This is an optimization exercise on Yosys and OpenROAD, whose aim is small area, a short achievable clock period and few clock cycles, not a production implementation.
Function was checked by simulation only, so behaviour that the tests miss may differ from the original.

$ cat config.mk
export PLATFORM = sky130hd
export DESIGN_NAME = laser_stripe_center_extract
export DESIGN_NICKNAME = laser_stripe_center_extract
export VERILOG_FILES = /design/flow/design.v
export SDC_FILE = /design/flow/constraint.sdc
export NUM_CORES = 4
export LEC_CHECK = 0
export CAP_MARGIN = 20
export CORE_MARGIN = 2
export CORE_UTILIZATION = 40
export SLEW_MARGIN = 20
$ cat design.v
package lsce_pkg;
  localparam int MAX_COLUMNS = 4096;
  localparam int MAX_ROWS    = 4096;
  localparam int COL_W       = 12;
  localparam int CNT_W       = 13;
  localparam int ROW_W       = 12;
  localparam int GRAD_W      = 9;
  localparam int CENTRE_W    = 20;
  localparam int CENTRE_MAX  = 1048320;
  localparam logic [1:0] REG_GRAD_THRESHOLD = 2'd0;
  localparam logic [1:0] REG_WIDTH_MIN      = 2'd1;
  localparam logic [1:0] REG_WIDTH_MAX      = 2'd2;
  typedef struct packed {
    logic        [8:0]  thr;
    logic signed [12:0] wmin;
    logic signed [12:0] wmax;
  } cfg_t;
  typedef struct packed {
    logic signed [GRAD_W-1:0] pk0;
    logic signed [GRAD_W-1:0] pk1;
    logic signed [GRAD_W-1:0] pk2;
    logic signed [GRAD_W-1:0] tr0;
    logic signed [GRAD_W-1:0] tr1;
    logic signed [GRAD_W-1:0] tr2;
    logic signed [GRAD_W-1:0] prev;
    logic        [COL_W-1:0]  pk_col;
    logic        [COL_W-1:0]  tr_col;
    logic                     pk_pend;
    logic                     tr_pend;
  } track_t;
  typedef struct packed {
    logic signed [GRAD_W-1:0] pk0;
    logic signed [GRAD_W-1:0] pk1;
    logic signed [GRAD_W-1:0] pk2;
    logic signed [GRAD_W-1:0] tr0;
    logic signed [GRAD_W-1:0] tr1;
    logic signed [GRAD_W-1:0] tr2;
    logic        [COL_W-1:0]  m;
    logic        [COL_W-1:0]  nn;
    logic        [CNT_W-1:0]  n;
    logic        [ROW_W-1:0]  row;
    logic                     last;
  } job_t;
endpackage
module lsce_front (
  input  logic              clk,
  input  logic              rst_n,
  input  logic              accept,
  input  logic [7:0]        pixel,
  input  logic              row_end,
  input  logic              frame_end,
  output logic              job_push,
  output lsce_pkg::job_t              job
);
  logic [7:0]       pd0_r, pd1_r;
  logic [lsce_pkg::CNT_W-1:0] col_cnt_r;
  logic [lsce_pkg::ROW_W-1:0] row_cnt_r;
  lsce_pkg::track_t           trk_r;
  logic                     in_room;
  logic signed [lsce_pkg::GRAD_W-1:0] grad;
  logic [lsce_pkg::CNT_W-1:0]         n_cols;
  logic [lsce_pkg::CNT_W-1:0]         k_m1;
  logic [lsce_pkg::CNT_W-1:0]         n_m1;
  lsce_pkg::track_t                   trk1, trk2;
  function automatic lsce_pkg::track_t take_grad(lsce_pkg::track_t s, logic signed [lsce_pkg::GRAD_W-1:0] g,
                                       logic [lsce_pkg::COL_W-1:0] c);
    lsce_pkg::track_t r;
    r = s;
    if (r.pk_pend) begin
      r.pk2 = g;
      r.pk_pend = 1'b0;
    end
    if (r.tr_pend) begin
      r.tr2 = g;
      r.tr_pend = 1'b0;
    end
    if (c == '0 || g >= r.pk1) begin
      r.pk0 = s.prev;
      r.pk1 = g;
      r.pk2 = '0;
      r.pk_col = c;
      r.pk_pend = 1'b1;
    end
    if (c == '0 || g < r.tr1) begin
      r.tr0 = s.prev;
      r.tr1 = g;
      r.tr2 = '0;
      r.tr_col = c;
      r.tr_pend = 1'b1;
    end
    r.prev = g;
    take_grad = r;
  endfunction
  always_comb begin
    in_room = col_cnt_r < lsce_pkg::CNT_W'(lsce_pkg::MAX_COLUMNS);
    k_m1 = col_cnt_r - lsce_pkg::CNT_W'(1);
    if (col_cnt_r == lsce_pkg::CNT_W'(1)) begin
      grad = '0;
    end else begin
      grad = $signed({1'b0, pixel}) - $signed({1'b0, pd1_r});
    end
    trk1 = trk_r;
    if (in_room && col_cnt_r != '0) begin
      trk1 = take_grad(trk_r, grad, k_m1[lsce_pkg::COL_W-1:0]);
    end
    n_cols = in_room ? col_cnt_r + lsce_pkg::CNT_W'(1) : col_cnt_r;
    n_m1 = n_cols - lsce_pkg::CNT_W'(1);
    trk2 = take_grad(trk1, '0, n_m1[lsce_pkg::COL_W-1:0]);
    job_push = accept && row_end;
    job.pk0  = trk2.pk0;
    job.pk1  = trk2.pk1;
    job.pk2  = trk2.pk2;
    job.tr0  = trk2.tr0;
    job.tr1  = trk2.tr1;
    job.tr2  = trk2.tr2;
    job.m    = trk2.pk_col;
    job.nn   = trk2.tr_col;
    job.n    = n_cols;
    job.row  = row_cnt_r;
    job.last = frame_end;
  end
  always_ff @(posedge clk) begin
    if (!rst_n) begin
      pd0_r <= '0;
      pd1_r <= '0;
      col_cnt_r <= '0;
      row_cnt_r <= '0;
      trk_r <= '0;
    end else if (accept) begin
      if (row_end) begin
        pd0_r <= '0;
        pd1_r <= '0;
        col_cnt_r <= '0;
        trk_r <= '0;
        if (frame_end) begin
          row_cnt_r <= '0;
        end else if (row_cnt_r < lsce_pkg::ROW_W'(lsce_pkg::MAX_ROWS - 1)) begin
          row_cnt_r <= row_cnt_r + lsce_pkg::ROW_W'(1);
        end
      end else begin
        trk_r <= trk1;
        if (in_room) begin
          pd1_r <= pd0_r;
          pd0_r <= pixel;
          col_cnt_r <= col_cnt_r + lsce_pkg::CNT_W'(1);
        end
      end
    end
  end
endmodule
module lsce_job_fifo (
  input  logic clk,
  input  logic rst_n,
  input  logic push,
  input  lsce_pkg::job_t push_job,
  input  logic pop,
  output lsce_pkg::job_t pop_job,
  output logic full,
  output logic empty
);
  lsce_pkg::job_t       slot0_r, slot1_r;
  logic       wr_ptr_r, rd_ptr_r;
  logic [1:0] count_r;
  logic       do_push, do_pop;
  assign full    = count_r == 2'd2;
  assign empty   = count_r == 2'd0;
  assign do_push = push && !full;
  assign do_pop  = pop && !empty;
  assign pop_job = rd_ptr_r ? slot1_r : slot0_r;
  always_ff @(posedge clk) begin
    if (do_push && !wr_ptr_r) begin
      slot0_r <= push_job;
    end
    if (do_push && wr_ptr_r) begin
      slot1_r <= push_job;
    end
  end
  always_ff @(posedge clk) begin
    if (!rst_n) begin
      wr_ptr_r <= 1'b0;
      rd_ptr_r <= 1'b0;
      count_r <= '0;
    end else begin
      if (do_push) begin
        wr_ptr_r <= ~wr_ptr_r;
      end
      if (do_pop) begin
        rd_ptr_r <= ~rd_ptr_r;
      end
      if (do_push && !do_pop) begin
        count_r <= count_r + 2'd1;
      end else if (do_pop && !do_push) begin
        count_r <= count_r - 2'd1;
      end
    end
  end
endmodule
module lsce_back (
  input  logic                clk,
  input  logic                rst_n,
  input  lsce_pkg::cfg_t                cfg,
  input  logic                job_empty,
  input  lsce_pkg::job_t                job,
  output logic                job_pop,
  output logic                out_empty,
  input  logic                out_pop,
  output logic [lsce_pkg::ROW_W-1:0]    out_row_number,
  output logic                out_found,
  output logic [lsce_pkg::CENTRE_W-1:0] out_centre_q8,
  output logic                out_last
);
  typedef enum logic [3:0] {
    S_IDLE, S_PREP, S_M1, S_M2, S_M3, S_NORM, S_M4, S_NUM, S_OVF, S_DIV, S_DONE
  } state_t;
  state_t state_r;
  lsce_pkg::job_t   job_r;
  logic   pass_r;
  logic signed [10:0] a1_r, a2_r;
  logic signed [9:0]  b1_r, b2_r;
  logic [lsce_pkg::CNT_W-1:0]   sum_r;
  logic signed [21:0] den_r;
  logic signed [20:0] s1_r;
  logic signed [21:0] s_r;
  logic [33:0]        prod_r;
  logic signed [43:0] num_r;
  logic [42:0]        rem_r, dsh_r;
  logic [20:0]        q_r;
  logic [4:0]         cnt_r;
  logic               out_valid_r;
  logic signed [10:0] thr_s, pk0_e, pk1_e, pk2_e, tr0_e, tr1_e, tr2_e;
  logic signed [12:0] wid;
  logic [lsce_pkg::CNT_W-1:0]   n_m1;
  logic               pass_nxt;
  logic signed [21:0] m1_prod;
  logic signed [20:0] m2_prod;
  logic signed [21:0] m3_prod;
  logic [21:0]        dvs;
  logic [lsce_pkg::CENTRE_W-1:0] centre_sat;
  logic               out_load;
  always_comb begin
    thr_s = $signed({2'b00, cfg.thr});
    pk0_e = 11'(job_r.pk0);
    pk1_e = 11'(job_r.pk1);
    pk2_e = 11'(job_r.pk2);
    tr0_e = 11'(job_r.tr0);
    tr1_e = 11'(job_r.tr1);
    tr2_e = 11'(job_r.tr2);
    wid = $signed({1'b0, job_r.nn}) - $signed({1'b0, job_r.m});
    n_m1 = job_r.n - lsce_pkg::CNT_W'(1);
    pass_nxt = (pk1_e >= thr_s) && (tr1_e <= -thr_s)
               && (wid >= cfg.wmin) && (wid <= cfg.wmax)
               && (job_r.m != '0) && ({1'b0, job_r.m} < n_m1)
               && (job_r.nn != '0) && ({1'b0, job_r.nn} < n_m1);
    m1_prod = a1_r * a2_r;
    m2_prod = b1_r * a2_r;
    m3_prod = b2_r * a1_r;
    dvs = {den_r[20:0], 1'b0};
    centre_sat = (q_r > 21'(lsce_pkg::CENTRE_MAX)) ? lsce_pkg::CENTRE_W'(lsce_pkg::CENTRE_MAX) : q_r[lsce_pkg::CENTRE_W-1:0];
  end
  assign job_pop   = (state_r == S_IDLE) && !job_empty;
  assign out_empty = !out_valid_r;
  assign out_load  = (state_r == S_DONE) && (!out_valid_r || out_pop);
  always_ff @(posedge clk) begin
    if (!rst_n) begin
      state_r <= S_IDLE;
      out_valid_r <= 1'b0;
    end else begin
      if (out_load) begin
        out_valid_r <= 1'b1;
      end else if (out_pop) begin
        out_valid_r <= 1'b0;
      end
      case (state_r)
        S_IDLE: begin
          if (!job_empty) begin
            job_r <= job;
            state_r <= S_PREP;
          end
        end
        S_PREP: begin
          pass_r <= pass_nxt;
          a1_r <= pk0_e + pk2_e - (pk1_e <<< 1);
          a2_r <= tr0_e + tr2_e - (tr1_e <<< 1);
          b1_r <= 10'(pk2_e - pk0_e);
          b2_r <= 10'(tr2_e - tr0_e);
          sum_r <= {1'b0, job_r.m} + {1'b0, job_r.nn};
          state_r <= pass_nxt ? S_M1 : S_DONE;
        end
        S_M1: begin
          den_r <= -m1_prod;
          state_r <= S_M2;
        end
        S_M2: begin
          s1_r <= m2_prod;
          state_r <= S_M3;
        end
        S_M3: begin
          s_r <= 22'(s1_r) + m3_prod;
          state_r <= S_NORM;
        end
        S_NORM: begin
          if (den_r == '0) begin
            pass_r <= 1'b0;
            state_r <= S_DONE;
          end else begin
            if (den_r < 0) begin
              den_r <= -den_r;
              s_r <= -s_r;
            end
            state_r <= S_M4;
          end
        end
        S_M4: begin
          prod_r <= {21'b0, sum_r} * {13'b0, den_r[20:0]};
          state_r <= S_NUM;
        end
        S_NUM: begin
          num_r <= $signed({2'b00, prod_r, 8'b0})
                   + $signed({{15{s_r[21]}}, s_r, 7'b0})
                   + $signed({23'b0, den_r[20:0]});
          state_r <= S_OVF;
        end
        S_OVF: begin
          if (num_r[43]) begin
            q_r <= '0;
            state_r <= S_DONE;
          end else if (num_r[42:0] >= {dvs, 21'b0}) begin
            q_r <= '1;
            state_r <= S_DONE;
          end else begin
            rem_r <= num_r[42:0];
            dsh_r <= {1'b0, dvs, 20'b0};
            q_r <= '0;
            cnt_r <= 5'd20;
            state_r <= S_DIV;
          end
        end
        S_DIV: begin
          if (rem_r >= dsh_r) begin
            rem_r <= rem_r - dsh_r;
            q_r <= {q_r[19:0], 1'b1};
          end else begin
            q_r <= {q_r[19:0], 1'b0};
          end
          dsh_r <= dsh_r >> 1;
          cnt_r <= cnt_r - 5'd1;
          if (cnt_r == '0) begin
            state_r <= S_DONE;
          end
        end
        S_DONE: begin
          if (out_load) begin
            out_row_number <= job_r.row;
            out_found <= pass_r;
            out_centre_q8 <= pass_r ? centre_sat : '0;
            out_last <= job_r.last;
            state_r <= S_IDLE;
          end
        end
        default: begin
          state_r <= S_IDLE;
        end
      endcase
    end
  end
endmodule
module laser_stripe_center_extract (
  input  logic                clk,
  input  logic                rst_n,
  input  logic                in_push,
  output logic                in_full,
  input  logic [7:0]          in_pixel,
  input  logic                in_row_end,
  input  logic                in_frame_end,
  output logic                out_empty,
  input  logic                out_pop,
  output logic [lsce_pkg::ROW_W-1:0]    out_row_number,
  output logic                out_found,
  output logic [lsce_pkg::CENTRE_W-1:0] out_centre_q8,
  output logic                out_last,
  input  logic                cfg_valid,
  output logic                cfg_ready,
  input  logic [1:0]          cfg_index,
  input  logic [12:0]         cfg_data
);
  lsce_pkg::cfg_t cfg_r;
  logic accept;
  logic job_push, job_pop, job_full, job_empty;
  lsce_pkg::job_t push_job, pop_job;
  assign cfg_ready = 1'b1;
  assign in_full   = job_full;
  assign accept    = in_push && !job_full;
  always_ff @(posedge clk) begin
    if (!rst_n) begin
      cfg_r.thr <= 9'd35;
      cfg_r.wmin <= 13'sd1;
      cfg_r.wmax <= 13'sd20;
    end else if (cfg_valid && cfg_ready) begin
      case (cfg_index)
        lsce_pkg::REG_GRAD_THRESHOLD: cfg_r.thr <= cfg_data[8:0];
        lsce_pkg::REG_WIDTH_MIN:      cfg_r.wmin <= $signed(cfg_data);
        lsce_pkg::REG_WIDTH_MAX:      cfg_r.wmax <= $signed(cfg_data);
        default: begin
        end
      endcase
    end
  end
  lsce_front u_front (
    .clk       (clk),
    .rst_n     (rst_n),
    .accept    (accept),
    .pixel     (in_pixel),
    .row_end   (in_row_end),
    .frame_end (in_frame_end),
    .job_push  (job_push),
    .job       (push_job)
  );
  lsce_job_fifo u_fifo (
    .clk      (clk),
    .rst_n    (rst_n),
    .push     (job_push),
    .push_job (push_job),
    .pop      (job_pop),
    .pop_job  (pop_job),
    .full     (job_full),
    .empty    (job_empty)
  );
  lsce_back u_back (
    .clk            (clk),
    .rst_n          (rst_n),
    .cfg            (cfg_r),
    .job_empty      (job_empty),
    .job            (pop_job),
    .job_pop        (job_pop),
    .out_empty      (out_empty),
    .out_pop        (out_pop),
    .out_row_number (out_row_number),
    .out_found      (out_found),
    .out_centre_q8  (out_centre_q8),
    .out_last       (out_last)
  );
endmodule
$ cat run.sh
#!/bin/bash
# synth_recipe.tcl (not shown) runs the flow's synth.tcl, then flattens the netlist and writes it again
# the make line also repeats each setting of config.mk as NAME=value (left out here)
make -C /OpenROAD-flow-scripts/flow DESIGN_CONFIG=/design/flow/config.mk WORK_HOME=/design/flow/orfs CLKGATE_MAP_FILE= SYNTH_SCRIPT=/design/flow/synth_recipe.tcl finish
$ cat constraint.sdc
create_clock -name core_clock -period 8.0 [get_ports {clk}]
set_input_delay 1.6000 -clock core_clock [delete_from_list [all_inputs] [get_ports {clk}]]
set_output_delay 1.6000 -clock core_clock [all_outputs]
set_load 0.01 [all_outputs]
==> summary.md <==
| Metric | Value |
|---|---|
| RSZ-0062 raised after global routing | `no` |
| Crit start category | `register` |
| First-pass GRT wire length | `~260000 µm` |
| Average instance area after synthesis | `~10 µm²` |
| Depth of the most critical reg-to-reg path | `21` |
| Final layout net count | `7452` |
| Initial antenna violation count | `1` |
| Critical path peak fanout | `21` |
| Clock skew after layout | `around 0.058 ns` |
| Worst setup path startpoint | `u_back.sum_r[1]$_DFFE_PP_` |
| Die Outline Area | `about 170000 µm²` |
| Worst min-delay path category | `register to register` |
| Transition time at the pin with the least slew margin | `1.20 ns` |
| Antenna cells | `0` |
| Cell Area, Synth | `between 60000 and 70000 µm²` |
| Gate Count Post-Synth | `6317` |
| Timing endpoint of the critical path | `u_back.prod_r[29]$_DFFE_PP_` |
| Remaining design rule violation count | `0` |
| Post-detailed-route count of antenna-violating nets | `0` |
| Dominant synthesized flop cell | `edfxtp_1` |
| Via count normalized by instance count | `5.20` |
| Area overhead of the layout relative to synthesis | `9.69%` |
| Postcts setup bufs | `0` |
| Clock sinks | `828` |
| Core Footprint | `161000 µm²` |
| Maximum number of pins on one net before global-route repair | `about 110` |
| CTS-repair resized insts | `0` |
| Post-route clock period utilization | `about nine tenths` |
| Highest achievable clock rate | `138 MHz` |
| End-of-flow core utilization | `44.3%` |
| Post-synth ARST share | `0%` |
| Post-route minimum period | `between 7 and 8 ns` |
| Detailed-placement wirelength estimate | `about 130000 µm` |
| Count of flip-flops with a built-in enable after synthesis | `654` |
| Outcome | `finished clean` |
| Final GP Congestion | `roughly 0.90` |
| Clock insertion delay at the later pin of the skew report | `0.75 ns` |
| Die boundary height | `between 400 and 500 µm` |
| Routed WL | `between 150000 and 200000 µm` |
| Setup slack, reg-to-reg | `~0.76 ns` |
| GRT Overall Usage | `20.1%` |
| Relative slew slack | `20.0%` |
| Width of the die | `407 µm` |
| Endpoint of the lowest-slack register-to-register path | `u_back.prod_r[29]$_DFFE_PP_` |
| Vias in the first global route | `45800` |
| Post-synth cell types | `93` |
| Num rows | `~150` |
| Max-slew violation count | `0` |
| Number of buffers added by the clock tree synthesis step | `95` |
| Initial core utilization | `roughly two fifths` |
| Sequential area share after synthesis | `35.6%` |
| Worst setup path class | `register to register` |
| Number of search-and-repair iterations in the first detailed-routing pass | `7` |
| I/O pins | `67` |
| Reported max-cap violation count | `0` |
| Startpoint of the tightest hold check path | `u_back.job_r[4]$_DFFE_PP_` |
| Required time reported for the critical path endpoint | `~8.5 ns` |
| Drt wl/cell | `19.2 µm` |
| Buffer type at the clock tree root | `clkbuf_16` |
| Start of the worst register-to-register path | `u_back.sum_r[1]$_DFFE_PP_` |
| Worst Setup End Kind | `register` |
| Sum Neg Setup Slack | `0 ns` |
| Share of layout cells above drive strength 1 | `6.28%` |
| Initial DRC count | `3018` |
| CTS clk-pin slew, worst paths | `0.06 ns` |
| Count of state elements after synthesis | `828` |
| Buffers on Ports | `65` |
| Clock tree from TritonCTS | `done` |
| Arr. time, crit path | `7.70 ns` |
| Mapped Nets | `7463` |
| Setup violators final | `0` |
| Grt total ovfl | `0` |
| Yosys warnings | `4` |
| Final number of hold-violating endpoints | `0` |
| Depth of the CTS H-tree | `3` |
| Cts hold-fix bufs | `0` |
| Number of buffers on the longest clock path | `3` |
| Total vias in the final route | `44400` |
registers in the layout, summed over array words and instances, names as in the netlist, 12 cells and up:
register	count
u_back.dsh_r	42
u_back.prod_r	34
u_front.col_cnt_r	13
u_back.job_r	104
u_front.trk_r	89
u_back.sum_r	13
u_back.out_centre_q8	20
u_fifo.slot1_r	104
u_back.q_r	21
u_back.s_r	22
u_back.out_row_number	12
u_back.den_r	22
u_front.row_cnt_r	12
u_fifo.slot0_r	104
cfg_r	35
u_back.rem_r	43
u_back.num_r	44
u_back.s1_r	21
logic make-up after synthesis:
group / Yosys count / share of synthesized area, %
fa+ha+maj: 1118 / 28.2
buf+inv: 1199 / 7.00
xor+xnor: 315 / 4.25
compound gates: 926 / 9.16
simple gates: 1759 / 12.9
mux: 171 / 2.85
other cells: 1 / 0.00577
flops: 828 / 35.6
per-layer routing:
layer | track usage, % | share of wire (%)
met5 | 0 | 0.0079
met4 | 4.83 | 2.3
met3 | 3.01 | 4.9
met2 | 34.0 | 48
met1 | 27.1 | 45
cell type report:
class / instances / area [µm²]
multi-input cells: 4290 / 37400
repair buffers: 136 / 1200
well taps: 2160 / 2700
clock buffers: 118 / 2560
flip-flops and latches: 828 / 23100
inverters: 955 / 3590
fillers: 15300 / 89700
clock inverters: 58 / 677
critical path: stages (launching register included):
cell and delay, ns:
edfxtp_1 0.97, nand2_1 0.18, fa_1 0.58, inv_1 0.05, fa_1 0.47, inv_1 0.05
fa_1 0.50, inv_1 0.06, fa_1 0.54, fa_1 0.42, ha_1 0.34, a21oi_1 0.26
o21ai_0 0.12, o21ai_0 0.30, a21oi_1 0.22, o311a_1 0.41, o31ai_1 0.38, a21boi_0 0.24
o41a_1 0.41, a21o_1 0.22, a31oi_1 0.20, xnor2_1 0.08
cell usage after synthesis, types with 8 or more instances:
| master | count | area (µm²) |
|---|---|---|
| inv_1 | 955 | 3580 |
| edfxtp_1 | 654 | 19600 |
| nand2_1 | 591 | 2220 |
| fa_1 | 580 | 11600 |
| ha_1 | 536 | 6710 |
| nor2_1 | 426 | 1600 |
| a21oi_1 | 283 | 1420 |
| and2_1 | 259 | 1620 |
| clkbuf_1 | 220 | 826 |
| xnor2_1 | 206 | 1800 |
| o21ai_0 | 204 | 1020 |
| dfxtp_1 | 174 | 3480 |
| mux2_2 | 109 | 1230 |
| xor2_1 | 109 | 955 |
| a21o_1 | 87 | 653 |
| nor3_1 | 84 | 420 |
| a22oi_1 | 69 | 518 |
| nand2b_1 | 69 | 432 |
| nand3_1 | 64 | 320 |
| mux2i_1 | 61 | 611 |
| nor2b_1 | 54 | 338 |
| o21bai_1 | 44 | 330 |
| nor4_1 | 43 | 269 |
| a22o_1 | 39 | 342 |
| and3_1 | 38 | 238 |
| nand4_1 | 38 | 238 |
| o21a_1 | 34 | 255 |
| or3_1 | 23 | 144 |
| a31oi_1 | 18 | 113 |
| or2_2 | 15 | 93.8 |
| o31ai_1 | 14 | 105 |
| a211oi_1 | 13 | 97.6 |
| o211ai_1 | 12 | 90.1 |
| a221o_1 | 11 | 110 |
| and4_1 | 11 | 96.3 |
| o221a_2 | 11 | 124 |
| buf_2 | 10 | 50.1 |
| or4_1 | 10 | 75.1 |
| a21boi_0 | 8 | 60.1 |
| a31o_2 | 8 | 70.1 |
| nand3b_1 | 8 | 60.1 |
per-stage QoR:
step           std cells  area, µm²  setup WS (ns)  hold slack [ns]
4_1_cts             8545      71300          0.813            0.420
6_report            8545      71300          0.757            0.419
3_5_place_dp        8369      68000          0.354            0.405
3_3_place_gp        8369      68000          0.401            0.404
5_1_grt             8545      71300          0.357            0.425
2_1_floorplan       6317      65000          0.717            0.400
layout by cell type (no fill, tap or decap), types with 173 or more instances in the layout:
cell | netlist | layout
inv_1 | 955 | 954
edfxtp_1 | 654 | 654
nand2_1 | 591 | 590
fa_1 | 580 | 580
ha_1 | 536 | 536
nor2_1 | 426 | 418
a21oi_1 | 283 | 282
and2_1 | 259 | 259
xnor2_1 | 206 | 206
o21ai_0 | 204 | 204
dfxtp_1 | 174 | 173
how the worst min path moves through the flow:
stage                                               endpoint  slack [ns]  depth (start not counted)
after floorplan                    u_back.out_last$_DFFE_PP_        0.40                          0
after global placement             u_back.out_last$_DFFE_PP_        0.40                          0
after detailed placement  u_back.out_row_number[3]$_DFFE_PP_        0.41                          0
after CTS                 u_back.out_row_number[5]$_DFFE_PP_        0.42                          0
after global routing      u_back.out_row_number[2]$_DFFE_PP_        0.42                          0
final                     u_back.out_row_number[3]$_DFFE_PP_        0.42                          0
Testbench counts, summed over its fixed seeds: cycles 85,533.

[afterwards: timing with drivers on the ports]
How much do the figures lean on ideal ports? The routed layout below was timed once more, with nothing changed but the port constraints. Step 1: set_driving_cell puts a clkbuf_16 on clk and a buf_2 on each other input, an assumption about the parent block. Step 2, shift: input delay + t, output delay - t, t = (earliest + latest rising clock arrival at the registers) / 2. This alone moves slack from input paths to output paths. Slacks: no drivers / after step 1 / after step 2; pairs: no drivers / after step 1.
t, ns: 0.801
slack for setup (ns): 0.757 / 0.757 / 0.386
clock arrival spread, ns: 0.069 / 0.069
After both steps setup and hold are still met in this run. The setup slack of this run moves by 0.000 ns with the drivers and by -0.371 ns with both steps.
